From an optimization exercise on the open Yosys and OpenROAD flow, aimed at small area and a short achievable clock period; shortcuts taken in it are not production practice.
Only simulation tests tie the RTL to the original design; equivalence was not proved.
No activity file was given, so power comes from the tool's default toggle rates.

<file path="run.sh">
#!/bin/bash
# synth_recipe.tcl (not shown) runs the flow's synth.tcl, then flattens the netlist and writes it again
# the make line also repeats each setting of config.mk as NAME=value (left out here)
make -C /OpenROAD-flow-scripts/flow DESIGN_CONFIG=/design/flow/config.mk WORK_HOME=/design/flow/orfs CLKGATE_MAP_FILE= SYNTH_SCRIPT=/design/flow/synth_recipe.tcl finish
</file>
<file path="config.mk">
export PLATFORM = sky130hd
export DESIGN_NAME = registerfile_mp
export DESIGN_NICKNAME = registerfile_mp
export VERILOG_FILES = /design/flow/design.v
export SDC_FILE = /design/flow/constraint.sdc
export NUM_CORES = 4
export LEC_CHECK = 0
export CAP_MARGIN = 20
export CORE_MARGIN = 2
export CORE_UTILIZATION = 22
export GPL_ROUTABILITY_DRIVEN = 1
export PLACE_DENSITY = 0.35
export SLEW_MARGIN = 20
</file>
<file path="constraint.sdc">
create_clock -name core_clock -period 6.5 [get_ports {clock}]
set_input_delay 1.3000 -clock core_clock [delete_from_list [all_inputs] [get_ports {clock}]]
set_output_delay 1.3000 -clock core_clock [all_outputs]
set_load 0.01 [all_outputs]
</file>
<file path="design.v">
package registerfile_pkg;
    localparam int RF_WIDTH    = 64;
    localparam int RF_DEPTH    = 32;
    localparam int RF_ZERO_REG = 31;
    function automatic integer rf_addr_w(input integer depth);
        rf_addr_w = $clog2(depth);
    endfunction
endpackage
module registerfile_read_port
#(
    parameter int WIDTH    = registerfile_pkg::RF_WIDTH,
    parameter int DEPTH    = registerfile_pkg::RF_DEPTH,
    parameter int NWRITE   = 2,
    parameter int ZERO_REG = registerfile_pkg::RF_ZERO_REG,
    parameter int BYPASS   = 1,
    parameter int ADDR_W   = registerfile_pkg::rf_addr_w(DEPTH)
) (
    input  logic [ADDR_W-1:0]        sel_i,
    input  logic [DEPTH*WIDTH-1:0]   regs_i,
    input  logic [DEPTH-1:0]         pend_i,
    input  logic [NWRITE-1:0]        wr_en_i,
    input  logic [NWRITE*ADDR_W-1:0] wr_addr_i,
    input  logic [NWRITE*WIDTH-1:0]  wr_data_i,
    output logic [WIDTH-1:0]         data_o,
    output logic                     busy_o
);
    localparam bit               HAS_ZERO  = (ZERO_REG >= 0) && (ZERO_REG < DEPTH);
    localparam logic [ADDR_W-1:0] ZERO_ADDR = ADDR_W'(ZERO_REG);
    always_comb begin
        data_o = regs_i[sel_i*WIDTH +: WIDTH];
        busy_o = pend_i[sel_i];
        for (int w = 0; w < NWRITE; w++) begin
            if ((BYPASS != 0) && wr_en_i[w] && (wr_addr_i[w*ADDR_W +: ADDR_W] == sel_i)) begin
                data_o = wr_data_i[w*WIDTH +: WIDTH];
                busy_o = 1'b0;
            end
        end
        if (HAS_ZERO && (sel_i == ZERO_ADDR)) begin
            data_o = '0;
            busy_o = 1'b0;
        end
    end
endmodule
module registerfile_mp
#(
    parameter int WIDTH    = registerfile_pkg::RF_WIDTH,
    parameter int DEPTH    = registerfile_pkg::RF_DEPTH,
    parameter int NREAD    = 2,
    parameter int NWRITE   = 2,
    parameter int ZERO_REG = DEPTH - 1,
    parameter int BYPASS   = 1,
    parameter int ADDR_W   = registerfile_pkg::rf_addr_w(DEPTH)
) (
    input  logic                     clock,
    input  logic                     reset,
    input  logic [NREAD*ADDR_W-1:0]  select,
    output logic [NREAD*WIDTH-1:0]   out,
    output logic [NREAD-1:0]         busy,
    input  logic [NWRITE-1:0]        write,
    input  logic [NWRITE*ADDR_W-1:0] address,
    input  logic [NWRITE*WIDTH-1:0]  data_in,
    input  logic                     reserve,
    input  logic [ADDR_W-1:0]        reserve_address
);
    logic [DEPTH*WIDTH-1:0] regs_q;
    logic [DEPTH*WIDTH-1:0] regs_d;
    logic [DEPTH-1:0]       pend_q;
    logic [DEPTH-1:0]       pend_d;
    logic [WIDTH-1:0] rd_data [NREAD];
    logic             rd_busy [NREAD];
    always_comb begin
        regs_d = regs_q;
        pend_d = pend_q;
        for (int i = 0; i < DEPTH; i++) begin
            for (int w = 0; w < NWRITE; w++) begin
                if (write[w] && (address[w*ADDR_W +: ADDR_W] == ADDR_W'(i))) begin
                    regs_d[i*WIDTH +: WIDTH] = data_in[w*WIDTH +: WIDTH];
                    pend_d[i] = 1'b0;
                end
            end
            if (reserve && (reserve_address == ADDR_W'(i))) begin
                pend_d[i] = 1'b1;
            end
            if (i == ZERO_REG) begin
                regs_d[i*WIDTH +: WIDTH] = '0;
                pend_d[i] = 1'b0;
            end
        end
    end
    always_ff @(posedge clock) begin
        if (reset) begin
            regs_q <= '0;
            pend_q <= '0;
        end else begin
            regs_q <= regs_d;
            pend_q <= pend_d;
        end
    end
    for (genvar r = 0; r < NREAD; r++) begin : g_rd
        registerfile_read_port #(
            .WIDTH    (WIDTH),
            .DEPTH    (DEPTH),
            .NWRITE   (NWRITE),
            .ZERO_REG (ZERO_REG),
            .BYPASS   (BYPASS),
            .ADDR_W   (ADDR_W)
        ) u_rd (
            .sel_i     (select[r*ADDR_W +: ADDR_W]),
            .regs_i    (regs_q),
            .pend_i    (pend_q),
            .wr_en_i   (write),
            .wr_addr_i (address),
            .wr_data_i (data_in),
            .data_o    (rd_data[r]),
            .busy_o    (rd_busy[r])
        );
    end
    always_comb begin
        out  = '0;
        busy = '0;
        for (int r = 0; r < NREAD; r++) begin
            out[r*WIDTH +: WIDTH] = rd_data[r];
            busy[r]               = rd_busy[r];
        end
    end
endmodule
</file>
==> impl_metrics.toml <==
[place]
postPlaceCellArea_mm2 = 0.136
pre_cts_slack_ns = -0.0177
dpl.hpwl_mm = 441
gp_congestion = 0.825
dp_cells = 19962
port_buffers = 287

[route]
final_antenna_net_count = 0
drt-vias-per-instance = 5.69
drt_wl_total_mm = 743
num_vias = 116324
drt_iter0_markers = 13527
drc_errors = 0
firstDrtPassIters = 6
routedWlPerCell_um = 36.3

[synthesis]
synth_edf_count = 0
seq_area_frac_synth = 0.325
synth_ff_type = "dfxtp_1"
synth_largest_area_cell = "dfxtp_1"
synthTopCellsByArea = "dfxtp_1 (32%), mux4_2 (15%), mux2i_1 (13%)"
syn_avg_cell_area_um2 = 9.14
synth.distinct_cells = 59
synth_nets = 13748
syn_area_mm2 = 0.124
synth-async-reset-ratio = 0
synth_top_area_frac = 0.325
ys.warnings.count = 4
synth_cells = 13590
synth_seq_cells = 2015

[setup_path]
arrival_ns = 5.06
crit_type = "in2out"
crit_path_end_kind = "output port"
cp-start-kind = "input port"
r2r_slack_ns = 5.58
crit_fanout = 20
required_ns = 5.20

[clocking]
postCtsSetupBuffers = 0
cts.hold.buffers_added = 0
cts-root-buf = "clkbuf_16"
tritoncts = "built"
clock-sinks = 2015
htreeDepth = 5
ctsLongestPathBuffers = 4
clk_pin_slew_worst_paths_ns = 0.05
clk-insertion-delay-late_ns = 0.97
numCtsBuffers = 278

[timing]
setup_ws_ns = 0.135
fmax_mhz = 157
setup_viol = 0
period_share = 0.979
fin_hold_ws_ns = 0.493
rsz0062_at_grt = "false"
layout_min_cycle_time_ns = 6.36
skew_ns = 0
tightest_slew_ns = 1.30
relSlewSlack = 0.131
finalMaxSlewViolations = 0
finalHoldViolCount = 0

[floorplanning]
start_util = 0.221
io_pins = 288
design.die.area_mm2 = 0.570
std_cell_rows = 275
core_mm2 = 0.562
die_w_um = 755
die_height_um = 755

[cells_and_area]
final_cells = 20460
syn2layout_area_growth_pct = 16.5
final_area_mm2 = 0.145
layout.nets = 12921
drive_gt1_frac = 0.157

[global_routing]
grt_use_total = 0.250
antenna_found_initial = 62
grt_pass1_wl_mm = 1010
grt_max_degree = 185
overflow = 0
grt_pass1_vias = 110291

[min_path]
hp-class = "reg2reg"

[pwr]
ir_drop_v = 0.000181
p_leak_uw = 0.0474
p_per_area_mw_per_mm2 = 231

[status]
run_status = "timing/DRC/antenna clean"

[flow_run]
max-cap-violations = 0
## cells in the final DEF, fill, tap and decap left out, types with 276 or more instances in the layout
cell             count
clkbuf_16          281
clkdlybuf4s50_1    276
mux4_2             845
buf_4              475
mux2i_1           1626
nand3_1            735
a211oi_1          1337
a311oi_1           704
nor2_1            2082
nand2_1            928
dfxtp_1           2015
## flip-flops by register name, indices dropped and copies added, names as in the netlist
name,flops
pend_q,31
regs_q,1984
## cell type report
type / instances / area (um2)
antenna: 13 / 32.5
clock buffer: 422 / 8270
clock inverter: 63 / 734
fill: 59498 / 417000
inverter: 126 / 473
multi-input combinational: 9427 / 75800
sequential: 2015 / 40300
tap: 7479 / 9360
timing repair buffer: 915 / 9560
## power by group
group	leakage (uW)	switching [uW]	total [uW]	internal, uW
registers	0.0163	186	12800	12600
logic	0.0267	3170	4660	1490
clock network	0.00443	6810	15900	9120
total	0.0474	10200	33400	23200
## routing by layer
metal | vias to the layer above | part of all wire | global-route usage
met2 | 5414 | 0.44 | 0.390
met4 | 32 | 0.038 | 0.0830
met5 | - | 0.00030 | 0
met1 | 60315 | 0.44 | 0.349
li1 | 49519 | - | -
met3 | 1044 | 0.072 | 0.0406
## through the flow
step           power, uW  setup TNS [ns]  utilization
2_1_floorplan      15400               0            -
3_3_place_gp       17700        -0.00332        0.241
3_5_place_dp       17600         -0.0177        0.241
4_1_cts            33600               0        0.257
5_1_grt            34200               0        0.257
6_report           33400               0        0.258
## path summary, 6_finish.rpt
check | startpoint | endpoint | depth (start not counted)
setup reg to reg | regs_q[1292] | regs_q[1292] | 2
hold / removal | regs_q[309] | regs_q[309] | 2
setup / recovery | address[5] | out[104] | 10
hold reg to reg | regs_q[309] | regs_q[309] | 2
## cells in the mapped netlist, types with 22 or more instances
master and instances:
or3_1 30, clkbuf_2 53, nor3_1 78, a211oi_1 1337, o31ai_1 63, nand2_1 972, a31oi_1 64, a32oi_1 78
a21oi_1 23, buf_4 65, nor2_1 2098, nand2b_1 22, o211ai_1 67, o2111ai_1 57, dfxtp_1 2015, buf_2 281
buf_1 124, nor2b_1 76, mux4_2 845, clkbuf_1 1490, o22ai_1 97, a311oi_1 704, o32ai_1 65, o22a_1 115
mux2i_1 1626, a22oi_1 54, inv_1 126, nand3_1 735, o221ai_1 60, a211o_1 33
## logic make-up after synthesis
kind of cell / after synthesis / share of synthesized area
AOI/OAI and AO/OA: 2843 / 0.181
and+or+nand+nor: 4082 / 0.136
muxes: 2482 / 0.285
xor gates and xnor gates: 20 / 0.00141
DFF: 2015 / 0.325
buffers and inverters: 2148 / 0.0708
## critical path: stages
cell and delay (ns):
clkdlybuf4s50_1 0.55, buf_4 0.23, xnor2_1 0.12, nand4_1 0.17, o21ba_4 0.31, buf_4 0.56
nand4b_1 0.49, o31ai_4 0.58, buf_4 0.20, clkdlybuf4s50_1 0.52
## repair_timing
action,4_1_cts,5_1_grt
endpoints found under the setup margin,1,1
cloned,0,0
endpoints found under the hold margin,0,0
gates resized for setup,1,1

==> re-timing with driven ports <==
Ports are ideal in the flow. The routed layout listed here was re-timed in OpenROAD. Step 1, drivers: a clkbuf_16 drives clock and a buf_2 each remaining input, both assumed. Step 2 adds t to the input delays and takes it off the output delays; t is the mean of the earliest and latest rising clock arrival at the registers after step 1. Input paths then give back, and output paths get back, about the clock's delay inside the block. a / b / c = ideal ports / drivers / drivers and shift; a / b = the first two.
t, ns: 1.080
setup slack, ns: 0.135 / -0.202 / -0.202
worst hold slack (ns): 0.493 / 0.493 / 0.493
With both steps, setup timing fails in this run, where it was met with ideal ports. For this run, drivers alone change the setup slack by -0.337 ns; drivers and shift together by -0.337 ns.
